What follows belongs to an exercise in optimizing a design on an open flow for small area; a production flow would make more cautious choices. RTL that was checked went through simulation tests only; none was proved equivalent to the original. Power is estimated from default activity; no workload was simulated.

==> module lcdr_lfsr, before the edit <==
module lcdr_lfsr (
  input  logic        clk,
  input  logic        rst,
  input  logic        load,
  input  logic [31:0] seed,
  input  logic        advance,
  output logic [7:0]  rand_byte
);
  logic [31:0] state, stepped, seed_v;
  logic        sel_seed, sel_step, sel_hold;
  assign stepped   = {1'b0, state[31:1]} ^ (state[0] ? lcdr_pkg::LFSR_TAPS : 32'h0);
  assign rand_byte = stepped[7:0];
  assign seed_v    = {seed[31:1], seed[0] | ~|seed[31:1]};
  assign sel_seed = ~rst & load;
  assign sel_step = ~rst & ~load & advance;
  assign sel_hold = ~rst & ~load & ~advance;
  always_ff @(posedge clk) begin
    state <= ({32{sel_seed}} & seed_v) | ({32{sel_step}} & stepped) | ({32{sel_hold}} & state)
             | {31'b0, rst};
  end
endmodule
==> module lcdr_timebase, before the edit <==
module lcdr_timebase (
  input  logic        clk,
  input  logic        rst,
  input  logic        tick,
  input  logic        wr_en,       
  input  logic [3:0]  wr_offset,
  input  logic [7:0]  wr_data,
  output logic [19:0] usec,
  output logic [31:0] sec,
  output logic [29:0] msec
);
  logic [9:0]  sub;
  logic [5:0]  wrap;
  logic [20:0] uc;
  logic [32:0] sc;
  logic [30:0] mc;
  logic [19:0] usec_inc;
  logic [31:0] sec_inc;
  logic [29:0] msec_inc;
  assign uc[0] = 1'b1;
  assign sc[0] = 1'b1;
  assign mc[0] = 1'b1;
  for (genvar i = 0; i < 20; i++) begin : g_u
    assign usec_inc[i] = usec[i] ^ uc[i];
    assign uc[i+1]     = usec[i] & uc[i];
  end
  for (genvar i = 0; i < 32; i++) begin : g_s
    assign sec_inc[i] = sec[i] ^ sc[i];
    assign sc[i+1]    = sec[i] & sc[i];
  end
  for (genvar i = 0; i < 30; i++) begin : g_m
    assign msec_inc[i] = msec[i] ^ mc[i];
    assign mc[i+1]     = msec[i] & mc[i];
  end
  logic [9:0] sub_step;
  logic [5:0] wrap_step;
  assign sub_step  = {sub[8:0], ~(sub[9] ^ sub[6])};
  assign wrap_step = {wrap[4:0], ~(wrap[5] ^ wrap[4])};
  logic usec_top, usec_ones, sec_ones, sub_last, wrap_last;
  assign usec_top  = &usec[19:16] & (usec[15] | usec[14] & (usec[13] | usec[12] | usec[11] | usec[10] |
                     usec[9] & (usec[8] | usec[7] | usec[6] | (&usec[5:0]))));
  assign usec_ones = &usec;
  assign sec_ones  = &sec;
  assign sub_last  = (sub == 10'b1010110010);
  assign wrap_last = (wrap == 6'b010100);
  logic t, sec_carry, restart;
  assign t         = tick & ~rst;
  assign sec_carry = t & usec_top & ~usec_ones;
  assign restart   = sec_carry & (sec_ones | wrap_last);
  logic [7:0] wd;
  assign wd = wr_data & {8{wr_en & ~rst}};
  logic [3:0] wbyte;
  logic       wu, ws, wm;
  assign wbyte = {wr_offset[1:0] == 2'd3, wr_offset[1:0] == 2'd2,
                  wr_offset[1:0] == 2'd1, wr_offset[1:0] == 2'd0};
  assign wu = wr_en & (wr_offset[3:2] == 2'd0);
  assign ws = wr_en & (wr_offset[3:2] == 2'd1);
  assign wm = wr_en & (wr_offset[3:2] == 2'd2);
  logic [3:0] cu, iu, hu, cs, is, hs, cm, im, hm;
  logic       cb, ib, cw, iw;
  for (genvar b = 0; b < 4; b++) begin : g_sel
    assign cu[b] = rst | wu & wbyte[b] | t & usec_top;
    assign iu[b] = t & ~usec_top;
    assign hu[b] = ~cu[b] & ~iu[b];
    assign cs[b] = rst | ws & wbyte[b];
    assign is[b] = sec_carry;
    assign hs[b] = ~cs[b] & ~is[b];
    assign cm[b] = rst | wm & wbyte[b] | restart;
    assign im[b] = t & sub_last & ~restart;
    assign hm[b] = ~cm[b] & ~im[b];
  end
  assign cb = rst | sec_carry | t & sub_last;
  assign ib = t & ~cb;
  assign cw = rst | restart;
  assign iw = sec_carry & ~restart;
  always_ff @(posedge clk) begin
    for (int i = 0; i < 20; i++)
      usec[i] <= cu[i/8] & wd[i%8] | iu[i/8] & usec_inc[i] | hu[i/8] & usec[i];
    for (int i = 0; i < 32; i++)
      sec[i]  <= cs[i/8] & wd[i%8] | is[i/8] & sec_inc[i] | hs[i/8] & sec[i];
    for (int i = 0; i < 30; i++)
      msec[i] <= cm[i/8] & wd[i%8] | im[i/8] & msec_inc[i] | hm[i/8] & msec[i];
    sub  <= cb ? 10'd0 : ib ? sub_step : sub;
    wrap <= cw ? 6'd0 : iw ? wrap_step : wrap;
  end
endmodule
clock: 7.0 ns
lec_check: 0
cap_margin: 20
core_margin: 2
core_utilization: 45
slew_margin: 20
standard.sh (not shown) runs the stock make flow with config.mk's settings and CLKGATE_MAP_FILE= SYNTH_SCRIPT=/design/flow/synth_recipe.tcl, a recipe that flattens the netlist after the stock synthesis.
==> flow/flow/run.sh <==
#!/bin/bash
# Standard synthesis; its combinational logic re-mapped for area (registers, adders
# and tie cells kept as they are); then the standard layout with a lighter clock tree
# (no dummy loads, larger sink clusters) and the smallest buffer on the ports.
set -uo pipefail
F=$(cd "$(dirname "$0")" && pwd)
R=orfs/results/$FLOW_PLATFORM/latched_clock_deadline_registers_core/base
CTS="-sink_clustering_enable -repair_clock_nets -dont_use_dummy_load -sink_clustering_size 30 -sink_clustering_max_diameter 100"
bash standard.sh synth > synth.log 2>&1 || exit 1
cp $R/1_2_yosys.v standard_synth.v
KEEP=c:none_kept bash $F/remap.sh $PWD/standard_synth.v $PWD/remapped.v $PWD/remap_stat.txt > remap.log 2>&1 || exit 1
cp remapped.v $R/1_2_yosys.v
rm -f $R/1_synth.odb $R/1_synth.sdc
bash standard.sh synth > synth_odb.log 2>&1 || exit 1
bash standard.sh finish "CTS_ARGS=$CTS" "BUFFER_PORTS_ARGS=-buffer_cell sky130_fd_sc_hd__buf_1" > finish.log 2>&1 || exit 1
Other scripts of this flow, unchanged in this note and not shown: flow/flow/area.abc, flow/flow/remap.sh, flow/flow/remap.ys
Then changed:
--- a/flow/design.v
+++ b/flow/design.v
@@ -16,15 +16,15 @@
   output logic [7:0]  rand_byte
 );
-  logic [31:0] state, stepped, seed_v;
+  logic [31:0] state_n, stepped_n, seed_n;
   logic        sel_seed, sel_step, sel_hold;
-  assign stepped   = {1'b0, state[31:1]} ^ (state[0] ? lcdr_pkg::LFSR_TAPS : 32'h0);
-  assign rand_byte = stepped[7:0];
-  assign seed_v    = {seed[31:1], seed[0] | ~|seed[31:1]};
+  assign stepped_n = {1'b1, state_n[31:1]} ^ (state_n[0] ? 32'h0 : lcdr_pkg::LFSR_TAPS);
+  assign rand_byte = ~stepped_n[7:0];
+  assign seed_n    = ~{seed[31:1], seed[0] | ~|seed[31:1]};
   assign sel_seed = ~rst & load;
   assign sel_step = ~rst & ~load & advance;
   assign sel_hold = ~rst & ~load & ~advance;
   always_ff @(posedge clk) begin
-    state <= ({32{sel_seed}} & seed_v) | ({32{sel_step}} & stepped) | ({32{sel_hold}} & state)
-             | {31'b0, rst};
+    state_n <= ({32{sel_seed}} & seed_n) | ({32{sel_step}} & stepped_n) | ({32{sel_hold}} & state_n)
+               | {{31{rst}}, 1'b0};
   end
 endmodule
@@ -66,6 +66,6 @@
   logic [9:0] sub_step;
   logic [5:0] wrap_step;
-  assign sub_step  = {sub[8:0], ~(sub[9] ^ sub[6])};
-  assign wrap_step = {wrap[4:0], ~(wrap[5] ^ wrap[4])};
+  assign sub_step  = {sub[8:0], sub[9] ^ sub[6]};
+  assign wrap_step = {wrap[4:0], wrap[5] ^ wrap[4]};
   logic usec_top, usec_ones, sec_ones, sub_last, wrap_last;
   assign usec_top  = &usec[19:16] & (usec[15] | usec[14] & (usec[13] | usec[12] | usec[11] | usec[10] |
@@ -73,6 +73,6 @@
   assign usec_ones = &usec;
   assign sec_ones  = &sec;
-  assign sub_last  = (sub == 10'b1010110010);
-  assign wrap_last = (wrap == 6'b010100);
+  assign sub_last  = (sub == ~10'b1010110010);
+  assign wrap_last = (wrap == ~6'b010100);
   logic t, sec_carry, restart;
   assign t         = tick & ~rst;
@@ -112,6 +112,6 @@
     for (int i = 0; i < 30; i++)
       msec[i] <= cm[i/8] & wd[i%8] | im[i/8] & msec_inc[i] | hm[i/8] & msec[i];
-    sub  <= cb ? 10'd0 : ib ? sub_step : sub;
-    wrap <= cw ? 6'd0 : iw ? wrap_step : wrap;
+    sub  <= cb ? 10'h3FF : ib ? sub_step : sub;
+    wrap <= cw ? 6'h3F : iw ? wrap_step : wrap;
   end
 endmodule
Core utilization falls by 0.29 points.
Cell count is about the same.
Global-route usage falls by 0.12 points.
Maximum frequency came out higher by 1.1%.
Design area went down by 0.83%.
Register-to-register slack gains 70 ps.
Non-clock buffer count went down by 11.
Via count hardly moves.
Clock power is higher by 4.3%.
Sequential share of layout area goes up by 0.43 points.
No functional check of the RTL was part of the second run of this note.

==> static timing again, ports no longer ideal <==
The flow's constraints put no driver on any port. The routed layouts listed below were extracted and timed again, unchanged, in two steps. Step 1 (the two cells are an assumption about what drives the block):
set clk [get_ports {clk}]
set_driving_cell -lib_cell sky130_fd_sc_hd__clkbuf_16 $clk
set_driving_cell -lib_cell sky130_fd_sc_hd__buf_2 [delete_from_list [all_inputs] $clk]
Step 2 times the ports against the registers' clock, not the clock port: input delays grow and output delays shrink by t, the midpoint of the rising clock arrivals with the driver on. Slacks: ideal / step 1 / step 2; pairs: ideal / step 1.
run	t, ns	setup WS [ns]	worst setup path after step 2	cell pins on the clock port's net
the first run	0.530	0.589 / 0.589 / 0.589	register to register	1
the second run	0.522	0.657 / 0.657 / 0.657	register to register	1
After both steps setup and hold are still met in every run listed.
